Background: an optimization exercise with open tools, aiming at a short achievable clock period and few clock cycles per item. Do not read the settings as production practice.
At most, simulation tests tie the RTL to the original design; equivalence was not proved.
Power and IR drop assume default switching activity.

P:
## ppm_frame_decoder_calibrated
module ppm_frame_decoder_calibrated #(
    parameter int FRAME_SLOTS = 7
) (
    input  logic         i_clk,
    input  logic         i_rst_n,
    input  logic         i_in_valid,
    output logic         o_in_ready,
    input  ppmfd_pkg::t_us i_in_interval_us,
    output logic         o_out_valid,
    input  logic         i_out_ready,
    output ppmfd_pkg::t_axis o_out_axis_x,
    output ppmfd_pkg::t_axis o_out_axis_y,
    output ppmfd_pkg::t_axis o_out_axis_rx,
    output ppmfd_pkg::t_axis o_out_axis_ry,
    output logic         o_out_button_a,
    output logic         o_out_button_b,
    input  logic         i_cfg_valid,
    output logic         o_cfg_ready,
    input  ppmfd_pkg::t_cfg_idx i_cfg_idx,
    input  ppmfd_pkg::t_us i_cfg_data
);
    localparam int NCH    = ppmfd_pkg::AXIS_CHANNELS;
    localparam int W      = ppmfd_pkg::US_W;
    localparam int AW     = ppmfd_pkg::AXIS_W;
    localparam int SLOT_W = $clog2(FRAME_SLOTS);
    localparam logic [SLOT_W-1:0] LAST_SLOT  = SLOT_W'(FRAME_SLOTS - 1);
    localparam int BTN_A_SLOT = NCH + 1;
    localparam int BTN_B_SLOT = NCH + 2;
    localparam int CH_Y  = 0;
    localparam int CH_RY = 1;
    localparam int CH_RX = 2;
    localparam int CH_X  = 3;
    localparam int FIFO_D  = 3;
    localparam int FIFO_AW = 2;
    localparam int RES_W   = 4 * AW + 2;
    localparam int OWED_OPEN = FIFO_D - 1;
    localparam int OWED_W    = 3;
    localparam int DIV_STEPS = AW / 2;
    localparam int TW        = W + 4;
    logic                 r_rst;
    logic                 r_iv;
    ppmfd_pkg::t_us       r_iv_data;
    logic                 r_cv;
    ppmfd_pkg::t_cfg_idx  r_cv_idx;
    ppmfd_pkg::t_us       r_cv_data;
    logic                 r_ready;
    logic                 r_ready_d;
    logic                 r_iv_raw;
    logic                 r_cv_raw;
    always_ff @(posedge i_clk) begin
        r_rst     <= !i_rst_n;
        r_iv_raw  <= i_in_valid && i_rst_n;
        r_cv_raw  <= i_cfg_valid && i_rst_n;
        r_ready_d <= r_ready;
        r_iv_data <= i_in_interval_us;
  ...
For scale: roughly 8500 cells after synthesis, about 1100 flip-flops, about 77 I/O pins, about 82000 sq um of cells after synthesis.
Settings: LEC_CHECK=0, CAP_MARGIN=20, CORE_MARGIN=2, CORE_UTILIZATION=40, CTS_CLUSTER_DIAMETER=80, CTS_CLUSTER_SIZE=20, PLACE_DENSITY=0.6, SETUP_SLACK_MARGIN=5, SLEW_MARGIN=20; clock period 10.0 ns.
standard.sh (not shown) runs the stock make flow with config.mk's settings and CLKGATE_MAP_FILE= SYNTH_SCRIPT=/design/flow/synth_recipe.tcl, a recipe that flattens the netlist after the stock synthesis.
==> flow/flow/run.sh <==
#!/bin/bash
MARGIN=${MARGIN:-7}
sed -E "s/SETUP_SLACK_MARGIN=[^ ]+/SETUP_SLACK_MARGIN=${MARGIN}/" standard.sh > standard_margin.sh
bash standard_margin.sh > standard.log 2>&1
status=$?
tail -5 standard.log
exit $status
Edits applied to the flow inputs when going from P to Q:
# P
export LEC_CHECK = 0
export CAP_MARGIN = 20
export CORE_MARGIN = 2
export CORE_UTILIZATION = 40
export CTS_CLUSTER_DIAMETER = 80
export CTS_CLUSTER_SIZE = 20
export PLACE_DENSITY = 0.6
export SETUP_SLACK_MARGIN = 5
export SLEW_MARGIN = 20
create_clock -name core_clock -period 10.0 [get_ports {i_clk}]
# Q
export LEC_CHECK = 0
export CAP_MARGIN = 20
export CORE_MARGIN = 2
export CORE_UTILIZATION = 40
export CTS_CLUSTER_DIAMETER = 80
export CTS_CLUSTER_SIZE = 25
export PLACE_DENSITY = 0.6
export SETUP_SLACK_MARGIN = 5
export SLEW_MARGIN = 20
create_clock -name core_clock -period 10.0 [get_ports {i_clk}]
Findings:
- Looking only at quantity of gates resized following cts, and setting everything else aside, the lower value of P and Q goes to P.
- Of the two values seen for timing endpoint of the critical path, o_cfg_ready was produced by Q and r_rem0[2][4] by P.
- Compared with P, in Q clock group share of total power went down by 0.5 points; setup slack of the worst register-to-register path shows an increase of 0.07 ns.
- Per the comparison of Q with P, final area now sits higher; power dissipated by switching net loads now sits higher.
- Sequential share of layout area: Q vs P — no meaningful difference
- Comparing P with Q, the combinational power came out essentially unchanged.
- P reports its worst setup path startpoint as r_diff[2][3] while Q reports r_ready.
No run of this note included a check of the RTL's function; only the layout flow was run.

---

## violet
Another version of the RTL of ppm_frame_decoder_calibrated (not shown whole).
For scale: roughly 8,400 cells after synthesis, about 79,000 um^2 of cells after synthesis.
clock: 10.0 ns
lec_check: 0
cap_margin: 20
core_margin: 2
core_utilization: 40
cts_cluster_diameter: 80
cts_cluster_size: 20
place_density: 0.6
setup_slack_margin: 5
slew_margin: 20
==> flow/flow/run.sh <==
#!/bin/bash
MARGIN=${MARGIN:-6.8}
sed -E "s/SETUP_SLACK_MARGIN=[^ ]+/SETUP_SLACK_MARGIN=${MARGIN}/" standard.sh > standard_margin.sh
bash standard_margin.sh > standard.log 2>&1
status=$?
tail -5 standard.log
exit $status
Testbench counts of violet, summed over its fixed seeds: cycles 11,280, frames 1,590.
Here is what was changed in the inputs of pepper compared with violet.
Settings: CORE_UTILIZATION changed from 40 to 50; PLACE_DENSITY changed from 0.6 to 0.65.
--- a/flow/flow/run.sh
+++ b/flow/flow/run.sh
@@ -1,3 +1,3 @@
 #!/bin/bash
-MARGIN=${MARGIN:-6.8}
+MARGIN=${MARGIN:-7}
 sed -E "s/SETUP_SLACK_MARGIN=[^ ]+/SETUP_SLACK_MARGIN=${MARGIN}/" standard.sh > standard_margin.sh
--- outcome ---
Changes observed in pepper relative to violet: fraction of the cycle the final worst path needs shows a reduction of 0.20 points; detailed-routed wire length on met2 now sits higher; count of plain and timing-repair buffers grew by 214; cell count fell about 3.3%.
pepper does worse than violet on total power of the final layout.

---

north:
Starting RTL as in the previous note.
export LEC_CHECK = 0
export CAP_MARGIN = 20
export CORE_MARGIN = 2
export CORE_UTILIZATION = 40
export CTS_CLUSTER_DIAMETER = 80
export CTS_CLUSTER_SIZE = 20
export PLACE_DENSITY = 0.6
export SETUP_SLACK_MARGIN = 5
export SLEW_MARGIN = 20
create_clock -name core_clock -period 10.0 [get_ports {i_clk}]
==> flow/flow/run.sh <==
#!/bin/bash
MARGIN=${MARGIN:-7}
sed -E "s/SETUP_SLACK_MARGIN=[^ ]+/SETUP_SLACK_MARGIN=${MARGIN}/" standard.sh > standard_margin.sh
bash standard_margin.sh > standard.log 2>&1
status=$?
tail -5 standard.log
exit $status
Testbench counts of north, summed over its fixed seeds: cycles 11,280, frames 1,590.
What south does differently from north at the input level:
- PLACE_DENSITY changed from 0.6 to 0.8
- CTS_CLUSTER_SIZE removed (was 20)
- CORE_UTILIZATION changed from 40 to 50
- CTS_CLUSTER_DIAMETER removed (was 80)
[summary]
Compared with north, in south area taken by multi-input logic gates went down; sequential power saw little to no change; y dimension of the die now smaller.
Run comparison: south first element of the critical path r_diff[1][1]$_SDFFCE_PP0P_; north first element of the critical path r_diff[1][0]$_SDFFCE_PP0P_
south: PASS, flow complete, no timing, DRC or antenna violations
south reports a lower cell count than north does.
Route | south vs north | wire shorter in south
Delta (south minus north): non-clock buffer count shrank by 2.2%, global-route wire length before repair down about 2%.
Looking at die area across both flows, south is the stronger of the two, with north trailing.

==> re-timing with driven ports <==
The flow's constraints put no driver on any port. The routed layouts listed below were extracted and timed again, unchanged, in two steps.
Step 1 sets driving cells, clkbuf_16 on the clock port and buf_2 on the other inputs (assumed; they add their load-dependent delay and slew).
Step 2 times the ports against the registers' clock, not the clock port: input delays grow and output delays shrink by t, the midpoint of the rising clock arrivals with the driver on.
Three values: ideal, step 1, step 2; two values: the first two.
run	shift t [ns]	slack for setup (ns)	latest minus earliest clock arrival (ns)	cell pins on the clock port's net
P	0.825	6.635 / 6.610 / 6.200	0.055 / 0.054	1
Q	0.812	6.684 / 6.599 / 6.146	0.088 / 0.088	1
violet	0.828	6.706 / 6.672 / 6.099	0.052 / 0.052	1
pepper	0.792	6.726 / 6.655 / 6.105	0.041 / 0.041	1
north	0.807	6.739 / 6.688 / 6.300	0.064 / 0.064	1
south	0.827	6.663 / 6.663 / 6.294	0.074 / 0.074	1
After both steps setup and hold are still met in every run listed. The setup slack of pepper, which loses most, moves by -0.071 ns with the drivers and by -0.621 ns with both steps.
